This is an optimization exercise on Yosys and OpenROAD, whose aim is small area, a short achievable clock period and few clock cycles per item, not a production implementation.
At most, simulation tests tie the RTL to the original design; equivalence was not proved.

== the baseline ==
==> flow/design.v <==
package subcoord_pkg;
    typedef logic [32-1:0] float_t;
    typedef enum logic [3:0] {
        idle,
        request,
        start_x,
        start_y,
        point,
        count_fp,
        next_x,
        next_y,
        finish,
        done
    } seq_state_t;
    typedef enum logic {
        fp_add,
        fp_sub
    } fp_op_t;
    typedef enum logic [2:0] {
        sel_center_x,
        sel_center_y,
        sel_count,
        sel_step_x,
        sel_step_y
    } operand_sel_t;
endpackage
`timescale 1ns/10ps
module subcoord_top
(
    input  logic                        clock,
    input  logic                        reset,
    input  logic                        param_ready,
    input  logic                        coord_interface_done,
    input  logic [32-1:0] num_of_subsets,
    input  logic [31:0]                 subset_centerpoint_x,
    input  logic [31:0]                 subset_centerpoint_y,
    input  logic [31:0]                 half_subset_size,
    input  logic [32-1:0] subset_size_int,
    output logic                        coord_write,
    output logic [16-1:0] coord_addr,
    output logic [31:0]                 coord_x,
    output logic [31:0]                 coord_y,
    output logic                        coord_new_subset,
    output logic [32-1:0] base_address,
    output logic [32-1:0] num_pxl_int,
    output logic [31:0]                 num_pxl_fp,
    output logic                        sub_done,
    output logic [32-1:0] subset_counter
);
    localparam logic [2:0] S_IDLE  = 3'd0,
                           S_REQ   = 3'd1,
                           S_ALIGN = 3'd3,
                           S_RUN   = 3'd4,
                           S_NORM  = 3'd6,
                           S_DONE  = 3'd7;
    logic [2:0]  state;
    logic [16:0] xs;       
    logic [4:0]  xv;
    logic        xe6;
    logic [16:0] ys;
    logic [4:0]  yv;
    logic        ye6;
    logic [16:0] zs;
    logic [4:0]  zv;
    logic        xsub, zsub_done;     
    logic        xal, zal;            
    logic        xfin, zfin;          
    logic        xzr, zzr;            
    logic [7:0]  rr, cr;              
    logic        lr, lc;              
    logic        sel_x;               
    logic [3:0]  last_eq;             
    logic        is_last;             
    logic [31:0] cnt_inc;
    logic [15:0] base_q;
    logic [15:0] npi_q;
    logic [4:0]  npf_v;
    logic        npf_e6;
    logic [14:0] npf_m;
    logic [15:0] x_mm, y_mm, inc_mm;
    logic [4:0]  inc_v;
    logic [16:0] inc_t;
    logic [15:0] inc_m_o;
    logic [4:0]  inc_v_o;
    logic        inc_e6_o;
    always_comb
    begin
        for (int i = 0; i < 16; i++)
        begin
            x_mm[i] = xs[i] | (5'(i) < ~xv);
            y_mm[i] = ys[i] | (5'(i) < ~yv);
        end
        inc_mm   = sel_x ? x_mm : y_mm;
        inc_v    = sel_x ? xv : yv;
        inc_t    = {1'b0, inc_mm} + 17'd1;
        inc_m_o  = inc_t[15:0];
        inc_v_o  = (inc_v == 5'd0) ? 5'd15 : inc_v + {4'd0, inc_t[16]};
        inc_e6_o = (inc_v == 5'd0);
    end
    logic [4:0]  in_hv, in_xv, in_yv;
    logic        hs, last_px;
    logic        x_do, z_do, q_shift;
    logic        x_norm, z_norm;
    logic [4:0]  yv_n;
    logic [16:0] x_diff, z_diff;
    logic [7:0]  side_m1;
    logic        side_one;
    assign in_hv  = (half_subset_size[30] | half_subset_size[29])
                    ? {half_subset_size[30], half_subset_size[26:23]} : 5'd31;
    assign in_xv  = {subset_centerpoint_x[30], subset_centerpoint_x[26:23]};
    assign in_yv  = {subset_centerpoint_y[30], subset_centerpoint_y[26:23]};
    assign x_do    = !xsub && xal;
    assign z_do    = !zsub_done && zal;
    assign q_shift = !(xsub || xal) || !(zsub_done || zal);
    assign x_norm  = xsub && !xs[16] && !xfin;
    assign z_norm  = zsub_done && !zs[16] && !zfin;
    assign hs      = (state == S_REQ) && coord_interface_done;
    assign last_px = lr && lc;
    assign yv_n    = hs ? in_hv : (q_shift ? yv + 5'd1 : yv);
    assign x_diff = xs - ys;
    assign z_diff = zs - ys;
    assign cnt_inc  = subset_counter + 1'b1;
    assign side_m1  = subset_size_int[7:0] - 8'd1;
    assign side_one = (subset_size_int[7:0] == 8'd1);
    always_ff @(posedge clock)
    begin
        if (reset)
        begin
            state            <= S_IDLE;
            coord_new_subset <= 1'b0;
            coord_write      <= 1'b0;
            sub_done         <= 1'b0;
            coord_addr       <= '0;
            subset_counter   <= '0;
            npi_q            <= '0;
            npf_v            <= '0;
            npf_e6           <= 1'b0;
            npf_m            <= '0;
        end
        else
        begin
            case (state)
                S_IDLE:
                    if (param_ready)
                    begin
                        coord_new_subset <= 1'b1;
                        state            <= S_REQ;
                    end
                S_REQ:
                    if (coord_interface_done)
                    begin
                        coord_new_subset <= 1'b0;
                        state            <= S_ALIGN;
                    end
                S_ALIGN:
                    if (xfin && zfin)
                    begin
                        coord_write <= 1'b1;
                        state       <= S_RUN;
                    end
                S_RUN:
                begin
                    coord_addr <= coord_addr + 1'b1;
                    if (last_px)
                    begin
                        coord_write <= 1'b0;
                        state       <= S_NORM;
                    end
                end
                S_NORM:
                    if (zsub_done && zs[16])
                    begin
                        npi_q          <= xs[15:0];
                        npf_v          <= zv;
                        npf_e6         <= ~zv[4];
                        npf_m          <= zs[15:1];
                        subset_counter <= cnt_inc;
                        if (is_last)
                        begin
                            sub_done <= 1'b1;
                            state    <= S_DONE;
                        end
                        else
                            state <= S_IDLE;
                    end
                default: ;
            endcase
        end
    end
    always_ff @(posedge clock)
        for (int k = 0; k < 4; k++)
            last_eq[k] <= (cnt_inc[8*k +: 8] == num_of_subsets[8*k +: 8]);
    assign is_last = &last_eq;
    always_ff @(posedge clock)
    begin
        if (state == S_ALIGN && xfin && zfin)
            sel_x <= side_one;
        else if (state == S_RUN)
            sel_x <= !last_px && (lr ? side_one : (rr == 8'd1));
        else
            sel_x <= 1'b0;
    end
    always_ff @(posedge clock)
    begin
        xal <= (yv_n >= (hs ? in_xv : xv));
        zal <= (yv_n >= (hs ? in_yv : zv));
        if (hs || (state == S_RUN && last_px))
        begin
            xsub      <= 1'b0;
            zsub_done <= 1'b0;
            xfin      <= 1'b0;
            zfin      <= 1'b0;
        end
        else
        begin
            if (x_do)
                xsub <= 1'b1;
            if (z_do || state == S_NORM)
                zsub_done <= 1'b1;
            xfin <= x_do ? x_diff[16] : xsub && (xs[16] || xzr);
            zfin <= z_do ? z_diff[16] : zsub_done && (zs[16] || zzr);
        end
        xzr <= (xs == 17'd0);
        zzr <= (zs == 17'd0);
    end
    always_ff @(posedge clock)
    begin
        case (state)
            S_REQ:
            if (coord_interface_done)
            begin
                base_q <= coord_addr;
                xs     <= {1'b1, subset_centerpoint_x[22:7]};
                xv     <= in_xv;
                zs     <= {1'b1, subset_centerpoint_y[22:7]};
                zv     <= in_yv;
                ys     <= {half_subset_size[30] | half_subset_size[29], half_subset_size[22:7]};
                yv     <= in_hv;
            end
            S_ALIGN:
            begin
                if (xfin && zfin)
                begin
                    xv  <= xzr ? 5'd0 : xv;
                    xe6 <= !xzr && !xv[4];
                    zv  <= zzr ? 5'd0 : zv;
                    ys  <= zs;
                    yv  <= zzr ? 5'd0 : zv;
                    ye6 <= !zzr && !zv[4];
                    rr  <= side_m1;
                    cr  <= side_m1;
                    lr  <= side_one;
                    lc  <= side_one;
                end
                else
                begin
                    if (x_do)
                        xs <= x_diff;
                    else if (x_norm)
                    begin
                        xs <= {xs[15:0], 1'b0};
                        xv <= xv - 5'd1;
                    end
                    if (z_do)
                        zs <= z_diff;
                    else if (z_norm)
                    begin
                        zs <= {zs[15:0], 1'b0};
                        zv <= zv - 5'd1;
                    end
                    if (q_shift)
                    begin
                        ys <= {1'b0, ys[16:1]};
                        yv <= yv_n;
                    end
                end
            end
            S_RUN:
            begin
                if (last_px)
                begin
                    xs <= {1'b0, coord_addr + 1'b1};
                    ys <= {1'b0, base_q};
                end
                else if (sel_x)
                begin
                    xs[15:0] <= inc_m_o;
                    xv       <= inc_v_o;
                    xe6      <= inc_e6_o;
                    ys       <= zs;
                    yv       <= zv;
                    ye6      <= !zv[4] && zv[0];
                    rr       <= side_m1;
                    lr       <= side_one;
                    cr       <= cr - 8'd1;
                    lc       <= (cr == 8'd1);
                end
                else
                begin
                    ys[15:0] <= inc_m_o;
                    yv       <= inc_v_o;
                    ye6      <= inc_e6_o;
                    rr       <= rr - 8'd1;
                    lr       <= (rr == 8'd1);
                end
            end
            S_NORM:
                if (!zsub_done)
                begin
                    xs <= x_diff;
                    zs <= {x_diff[15:0], 1'b0};
                    zv <= 5'd30;
                end
                else if (!zs[16])
                begin
                    zs <= {zs[15:0], 1'b0};
                    zv <= zv - 5'd1;
                end
            default: ;
        endcase
    end
    assign coord_x        = {1'b0, xv[4], {3{xe6}}, xv[3:0], xs[15:0], 7'd0};
    assign coord_y        = {1'b0, yv[4], {3{ye6}}, yv[3:0], ys[15:0], 7'd0};
    assign base_address   = {16'd0, base_q};
    assign num_pxl_int    = {16'd0, npi_q};
    assign num_pxl_fp     = {1'b0, npf_v[4], {3{npf_e6}}, npf_v[3:0], npf_m, 8'd0};
endmodule
==> flow/config.mk <==
export PLATFORM = sky130hd
export DESIGN_NAME = subcoord_top
export DESIGN_NICKNAME = subcoord_top
export VERILOG_FILES = /design/flow/design.v
export SDC_FILE = /design/flow/constraint.sdc
export NUM_CORES = 4
export LEC_CHECK = 0
export CAP_MARGIN = 20
export CORE_MARGIN = 2
export CORE_UTILIZATION = 40
export SLEW_MARGIN = 20
==> flow/constraint.sdc <==
create_clock -name core_clock -period 12.0 [get_ports {clock}]
set_input_delay 2.4000 -clock core_clock [delete_from_list [all_inputs] [get_ports {clock}]]
set_output_delay 2.4000 -clock core_clock [all_outputs]
set_load 0.01 [all_outputs]
standard.sh (not shown) runs the stock make flow with config.mk's settings and CLKGATE_MAP_FILE= SYNTH_SCRIPT=/design/flow/synth_recipe.tcl, a recipe that flattens the netlist after the stock synthesis.
==> flow/flow/run.sh <==
#!/bin/bash
# The standard flow (standard.sh, standard synthesis) with these changes:
#  - port buffers are sky130_fd_sc_hd__buf_1;
#  - repair_timing may change footprints, does not clone gates, and aims
#    for extra setup slack (SETUP_SLACK_MARGIN below);
#  - CTS clusters up to 24 sinks per leaf buffer and adds no dummy loads.
# The make output goes to flow_make.log, each ORFS step logs to orfs/logs/.
set -euo pipefail
MARGIN=8.4
sed -e "s#\"\${@:-finish}\"#MATCH_CELL_FOOTPRINT=0 SETUP_SLACK_MARGIN=$MARGIN TNS_END_PERCENT=100 SKIP_GATE_CLONING=1 \"\${@:-finish}\"#" \
    standard.sh > flow_standard.sh
grep -q "SKIP_GATE_CLONING=1" flow_standard.sh
export BUFFER_PORTS_ARGS="-buffer_cell sky130_fd_sc_hd__buf_1"
export CTS_ARGS="-sink_clustering_enable -repair_clock_nets -dont_use_dummy_load -sink_clustering_size 24 -sink_clustering_max_diameter 120"
bash flow_standard.sh > flow_make.log 2>&1
Input-level comparison between the candidate and the baseline:
--- a/flow/design.v
+++ b/flow/design.v
@@ -60,12 +60,13 @@
     logic [16:0] ys;
     logic [4:0]  yv;
     logic        ye6;
     logic [16:0] zs;
     logic [4:0]  zv;
     logic        xsub, zsub_done;     
+    logic        sel_z;               
     logic        xal, zal;            
     logic        xfin, zfin;          
     logic        xzr, zzr;            
     logic [7:0]  rr, cr;              
     logic        lr, lc;              
     logic        sel_x;               
@@ -106,22 +107,22 @@
     logic [7:0]  side_m1;
     logic        side_one;
     assign in_hv  = (half_subset_size[30] | half_subset_size[29])
                     ? {half_subset_size[30], half_subset_size[26:23]} : 5'd31;
     assign in_xv  = {subset_centerpoint_x[30], subset_centerpoint_x[26:23]};
     assign in_yv  = {subset_centerpoint_y[30], subset_centerpoint_y[26:23]};
-    assign x_do    = !xsub && xal;
-    assign z_do    = !zsub_done && zal;
-    assign q_shift = !(xsub || xal) || !(zsub_done || zal);
+    assign x_do    = !sel_z && !xsub && xal;
+    assign z_do    = sel_z && !zsub_done && zal;
+    assign q_shift = !(xsub && zsub_done) && !(sel_z ? zal : xal);
     assign x_norm  = xsub && !xs[16] && !xfin;
     assign z_norm  = zsub_done && !zs[16] && !zfin;
     assign hs      = (state == S_REQ) && coord_interface_done;
     assign last_px = lr && lc;
-    assign yv_n    = hs ? in_hv : (q_shift ? yv + 5'd1 : yv);
-    assign x_diff = xs - ys;
-    assign z_diff = zs - ys;
+    assign yv_n    = q_shift ? yv + 5'd1 : yv;
+    assign x_diff = (sel_z ? zs : xs) - ys;
+    assign z_diff = x_diff;
     assign cnt_inc  = subset_counter + 1'b1;
     assign side_m1  = subset_size_int[7:0] - 8'd1;
     assign side_one = (subset_size_int[7:0] == 8'd1);
     always_ff @(posedge clock)
     begin
         if (reset)
@@ -167,13 +168,13 @@
                         state       <= S_NORM;
                     end
                 end
                 S_NORM:
                     if (zsub_done && zs[16])
                     begin
-                        npi_q          <= xs[15:0];
+                        npi_q          <= x_diff[15:0];
                         npf_v          <= zv;
                         npf_e6         <= ~zv[4];
                         npf_m          <= zs[15:1];
                         subset_counter <= cnt_inc;
                         if (is_last)
                         begin
@@ -199,27 +200,30 @@
             sel_x <= !last_px && (lr ? side_one : (rr == 8'd1));
         else
             sel_x <= 1'b0;
     end
     always_ff @(posedge clock)
     begin
-        xal <= (yv_n >= (hs ? in_xv : xv));
-        zal <= (yv_n >= (hs ? in_yv : zv));
+        xal <= hs ? (in_hv >= in_xv) : (yv_n >= xv);
+        zal <= hs ? (in_hv >= in_yv) : (yv_n >= zv);
         if (hs || (state == S_RUN && last_px))
         begin
+            sel_z     <= hs && (in_yv < in_xv);
             xsub      <= 1'b0;
             zsub_done <= 1'b0;
             xfin      <= 1'b0;
             zfin      <= 1'b0;
         end
         else
         begin
             if (x_do)
                 xsub <= 1'b1;
             if (z_do || state == S_NORM)
                 zsub_done <= 1'b1;
+            if (state == S_ALIGN && (x_do || z_do))
+                sel_z <= !sel_z;
             xfin <= x_do ? x_diff[16] : xsub && (xs[16] || xzr);
             zfin <= z_do ? z_diff[16] : zsub_done && (zs[16] || zzr);
         end
         xzr <= (xs == 17'd0);
         zzr <= (zs == 17'd0);
     end
@@ -304,13 +308,12 @@
                     lr       <= (rr == 8'd1);
                 end
             end
             S_NORM:
                 if (!zsub_done)
                 begin
-                    xs <= x_diff;
                     zs <= {x_diff[15:0], 1'b0};
                     zv <= 5'd30;
                 end
                 else if (!zs[16])
                 begin
                     zs <= {zs[15:0], 1'b0};
Notes after the runs:
- Of the candidate and the baseline, the run reporting the higher cell area was the baseline.
- Per the comparison of the candidate with the baseline, number of buffers outside the clock class in the layout grew by 24, routed wire length shrank by about 8%, critical path's largest stage delay grew by 0.31 ns, number of ordinary inverters in the final layout grew by about 2%, remaining max-slew budget at the tightest pin grew by 8.0 points.
- The via count reported for the candidate is lower than the one for the baseline.
- When the candidate is measured against the baseline, its met3 track utilization from global routing turns out 0.57 points lower.
Testbench counts of the candidate, summed over its fixed seeds: cycles 50,630, points 48,960.
The RTL of the baseline was laid out without a check of its function.

==> static timing again, ports no longer ideal <==
In the flow no input, the clock included, has a driving cell. The finished layouts below were timed again as built, in two steps.
Step 1: set_driving_cell puts a clkbuf_16 on clock and a buf_2 on each other input, an assumption about the parent block.
Step 2 times the ports against the registers' clock, not the clock port: input delays grow and output delays shrink by t, the midpoint of the rising clock arrivals with the driver on.
Slacks: no drivers / after step 1 / after step 2; pairs: no drivers / after step 1.
| run | t (ns) | slack for setup (ns) | worst setup path after step 2 | worst data-port slew with drivers (ns) | cell pins on the clock port's net |
|---|---|---|---|---|---|
| the baseline | 0.540 | 8.290 / 8.285 / 7.745 | input to register | 0.07 | 1 |
| the candidate | 0.525 | 8.366 / 8.339 / 7.954 | input to register | 0.07 | 1 |
After both steps every run listed still meets setup and hold. For the baseline, which loses most, drivers alone change the setup slack by -0.005 ns; drivers and shift together by -0.545 ns.
